Background: an optimization exercise with open tools, aiming at small area and a short achievable clock period. Do not read the settings as production practice. Power is estimated from default activity; no workload was simulated.

==> module spi_slave_mem_burst, before the edit <==
module spi_slave_mem_burst #(
  parameter int ADDR_W   = 8,
  parameter int DATA_W   = 8,
  parameter int AUTO_INC = 1
) (
  input  logic clk,
  input  logic rst_n,
  input  logic ss_n,
  input  logic MOSI,
  output logic MISO,
  output logic valid_MISO,
  output logic sready
);
  localparam int WORDS = 256;
  localparam int G     = 8;              
  localparam int GW    = WORDS / G;      
  logic       st_cmd, st_addr_w, st_addr_r, st_wdata, st_rd_wait;
  logic       miso_q, valid_q, busy_q, idle_q;
  logic [2:0] cnt;
  logic [6:0] sh;
  logic [6:0] tx;
  logic [15:0] wlo_n, whi_n;  
  logic [15:0] rlo, rhi;    
  logic [7:0] mem [0:WORDS-1];
  logic [7:0] rd_grp [0:G-1];
  logic [7:0] word_in;
  logic       at2, at3, go;
  logic       addr_done_w, addr_done_r, wr_en, rd_load;
  logic       rdata_nxt;
  logic [7:0] rd_word;
  assign idle_q      = !busy_q;
  assign word_in     = {sh, MOSI};
  assign go          = !ss_n;
  assign at2         = (cnt == 3'd2);
  assign at3         = (cnt == 3'd3);
  assign addr_done_w = go && st_addr_w && at2;
  assign addr_done_r = go && st_addr_r && at2;
  assign wr_en       = go && st_wdata && at2;
  assign rd_load     = go && (st_rd_wait || (valid_q && at3));
  assign rdata_nxt   = go && (st_rd_wait || valid_q);
  always_ff @(posedge clk or negedge rst_n) begin
    if (!rst_n) begin
      busy_q     <= 1'b0;
      st_cmd     <= 1'b0;
      st_addr_w  <= 1'b0;
      st_addr_r  <= 1'b0;
      st_wdata   <= 1'b0;
      st_rd_wait <= 1'b0;
      valid_q    <= 1'b0;
      miso_q     <= 1'b0;
    end else begin
      busy_q     <= go;
      st_cmd     <= go && idle_q;
      st_addr_w  <= go && ((st_cmd && !sh[0] && !MOSI) || (st_addr_w && !at2));
      st_addr_r  <= go && ((st_cmd &&  sh[0] && !MOSI) || (st_addr_r && !at2));
      st_wdata   <= go && ((st_cmd && !sh[0] &&  MOSI) || st_wdata);
      st_rd_wait <= go && st_cmd && sh[0] && MOSI;
      valid_q    <= rdata_nxt;
      miso_q     <= rdata_nxt && (rd_load ? rd_word[7] : tx[6]);
    end
  end
  always_ff @(posedge clk) begin
    sh  <= word_in[6:0];
    cnt <= idle_q ? 3'd2 : cnt + 3'd1;
    tx  <= rd_load ? rd_word[6:0] : {tx[5:0], 1'b0};
  end
  always_ff @(posedge clk or negedge rst_n) begin
    if (!rst_n) begin
      wlo_n <= ~16'd1;
      whi_n <= ~16'd1;
      rlo   <= 16'd1;
      rhi   <= 16'd1;
    end else begin
      if (addr_done_w) begin
        wlo_n <= ~(16'd1 << word_in[3:0]);
        whi_n <= ~(16'd1 << word_in[7:4]);
      end else if (wr_en) begin
        wlo_n <= {wlo_n[14:0], wlo_n[15]};
        if (!wlo_n[15]) whi_n <= {whi_n[14:0], whi_n[15]};
      end
      if (addr_done_r) begin
        rlo <= 16'd1 << word_in[3:0];
        rhi <= 16'd1 << word_in[7:4];
      end else if (rd_load) begin
        rlo <= {rlo[14:0], rlo[15]};
        if (rlo[15]) rhi <= {rhi[14:0], rhi[15]};
      end
    end
  end
  logic [WORDS-1:0] wsel;
  always_comb begin
    wsel = '0;
    for (int i = 0; i < 16; i++)
      for (int j = 0; j < 16; j++)
        wsel[i*16 + j] = !(whi_n[i] | !(!wlo_n[j] & wr_en));
  end
  for (genvar w = 0; w < WORDS; w++) begin : g_row
    always_ff @(posedge clk) begin
      if (wsel[w]) mem[w] <= word_in;
    end
  end
  logic [7:0] blk [0:15];
  always_comb begin
    for (int i = 0; i < 16; i++) begin
      blk[i] = '0;
      for (int j = 0; j < 16; j++)
        blk[i] = blk[i] | (mem[i*16 + j] & {8{rlo[j]}});
    end
  end
  for (genvar g = 0; g < G; g++) begin : g_grp
    logic [7:0] acc;
    always_comb begin
      acc = '0;
      for (int i = 0; i < 16 / G; i++)
        acc = acc | (blk[g*(16/G) + i] & {8{rhi[g*(16/G) + i]}});
    end
    always_ff @(posedge clk) rd_grp[g] <= acc;
  end
  always_comb begin
    rd_word = '0;
    for (int g = 0; g < G; g++) rd_word = rd_word | rd_grp[g];
  end
  assign sready     = idle_q;
  assign valid_MISO = valid_q;
  assign MISO       = miso_q;
endmodule
export LEC_CHECK = 0
export CAP_MARGIN = 20
export CORE_MARGIN = 2
export CORE_UTILIZATION = 60
export CTS_CLUSTER_DIAMETER = 100
export CTS_CLUSTER_SIZE = 28
export SETUP_SLACK_MARGIN = 2.3
export SLEW_MARGIN = 20
create_clock -name core_clock -period 4.5 [get_ports {clk}]
standard.sh (not shown) runs the stock make flow with config.mk's settings and CLKGATE_MAP_FILE= SYNTH_SCRIPT=/design/flow/synth_recipe.tcl, a recipe that flattens the netlist after the stock synthesis.
==> flow/flow/run.sh <==
#!/bin/bash
# Standard ORFS layout (the standard.sh, standard synthesis unchanged) with two changes:
#  - ports are buffered with buf_4 instead of the cell buffer_ports picks by default
#    (a delay cell on sky130hd), so the port buffers can be resized like any buffer;
#  - repair_timing/repair_design may resize across cell footprints.
set -euo pipefail
bash standard.sh MATCH_CELL_FOOTPRINT=0 "BUFFER_PORTS_ARGS=-buffer_cell sky130_fd_sc_hd__buf_4" finish > make_finish.log 2>&1
The baseline ran to the end with no violations.
Then changed:
--- a/flow/design.v
+++ b/flow/design.v
@@ -12,17 +12,14 @@
   output logic sready
 );
   localparam int WORDS = 256;
-  localparam int G     = 8;              
-  localparam int GW    = WORDS / G;      
   logic       st_cmd, st_addr_w, st_addr_r, st_wdata, st_rd_wait;
   logic       miso_q, valid_q, busy_q, idle_q;
   logic [2:0] cnt;
   logic [6:0] sh;
   logic [6:0] tx;
-  logic [15:0] wlo_n, whi_n;  
+  logic [15:0] wlo, whi;    
   logic [15:0] rlo, rhi;    
   logic [7:0] mem [0:WORDS-1];
-  logic [7:0] rd_grp [0:G-1];
   logic [7:0] word_in;
   logic       at2, at3, go;
   logic       addr_done_w, addr_done_r, wr_en, rd_load;
@@ -66,17 +63,17 @@
   end
   always_ff @(posedge clk or negedge rst_n) begin
     if (!rst_n) begin
-      wlo_n <= ~16'd1;
-      whi_n <= ~16'd1;
+      wlo   <= 16'd1;
+      whi   <= 16'd1;
       rlo   <= 16'd1;
       rhi   <= 16'd1;
     end else begin
       if (addr_done_w) begin
-        wlo_n <= ~(16'd1 << word_in[3:0]);
-        whi_n <= ~(16'd1 << word_in[7:4]);
+        wlo <= 16'd1 << word_in[3:0];
+        whi <= 16'd1 << word_in[7:4];
       end else if (wr_en) begin
-        wlo_n <= {wlo_n[14:0], wlo_n[15]};
-        if (!wlo_n[15]) whi_n <= {whi_n[14:0], whi_n[15]};
+        wlo <= {wlo[14:0], wlo[15]};
+        if (wlo[15]) whi <= {whi[14:0], whi[15]};
       end
       if (addr_done_r) begin
         rlo <= 16'd1 << word_in[3:0];
@@ -92,33 +89,26 @@
     wsel = '0;
     for (int i = 0; i < 16; i++)
       for (int j = 0; j < 16; j++)
-        wsel[i*16 + j] = !(whi_n[i] | !(!wlo_n[j] & wr_en));
+        wsel[i*16 + j] = whi[i] & (wlo[j] & wr_en);
   end
   for (genvar w = 0; w < WORDS; w++) begin : g_row
     always_ff @(posedge clk) begin
       if (wsel[w]) mem[w] <= word_in;
     end
   end
-  logic [7:0] blk [0:15];
-  always_comb begin
-    for (int i = 0; i < 16; i++) begin
-      blk[i] = '0;
-      for (int j = 0; j < 16; j++)
-        blk[i] = blk[i] | (mem[i*16 + j] & {8{rlo[j]}});
-    end
-  end
-  for (genvar g = 0; g < G; g++) begin : g_grp
+  logic [7:0] rd_blk [0:15];
+  for (genvar i = 0; i < 16; i++) begin : g_blk
     logic [7:0] acc;
     always_comb begin
       acc = '0;
-      for (int i = 0; i < 16 / G; i++)
-        acc = acc | (blk[g*(16/G) + i] & {8{rhi[g*(16/G) + i]}});
+      for (int j = 0; j < 16; j++)
+        acc = acc | (mem[i*16 + j] & {8{rlo[j]}});
     end
-    always_ff @(posedge clk) rd_grp[g] <= acc;
+    always_ff @(posedge clk) rd_blk[i] <= acc;
   end
   always_comb begin
     rd_word = '0;
-    for (int g = 0; g < G; g++) rd_word = rd_word | rd_grp[g];
+    for (int i = 0; i < 16; i++) rd_word = rd_word | (rd_blk[i] & {8{rhi[i]}});
   end
   assign sready     = idle_q;
   assign valid_MISO = valid_q;
Outcome: The changed run finished clean. Non-clock buffer count goes down by 48. Clock power goes up by about 5%. Routed wire length goes up by about 15%. Cell area goes down by 1.5%. Sequential cell count goes up by 64. Count of clock-buffer cells in the layout goes up by 17. Setup slack loses 0.069 ns.
Function was not checked in any run of this note: the RTL went through the layout flow alone.

[port drivers added, routing unchanged]
How much do the figures lean on ideal ports? The routed layouts below were timed once more, with nothing changed but the port constraints. Step 1 assumes that a clkbuf_16 drives the clock port and a buf_2 every other input. Step 2 adds t to the input delays and takes it off the output delays; t is the mean of the earliest and latest rising clock arrival at the registers after step 1. Input paths then give back, and output paths get back, about the clock's delay inside the block. a / b / c = ideal ports / drivers / drivers and shift; a / b = the first two.
run	shift t [ns]	setup WS [ns]	hold WS [ns]	latest minus earliest clock arrival (ns)
the first run	0.820	2.165 / 2.080 / 1.623	0.295 / 0.348 / 0.482	0.039 / 0.039
the second run	0.836	2.096 / 2.006 / 1.750	0.238 / 0.262 / 0.458	0.046 / 0.046
After both steps setup and hold are still met in every run listed. For the first run, which loses most, drivers alone change the setup slack by -0.085 ns; drivers and shift together by -0.542 ns.
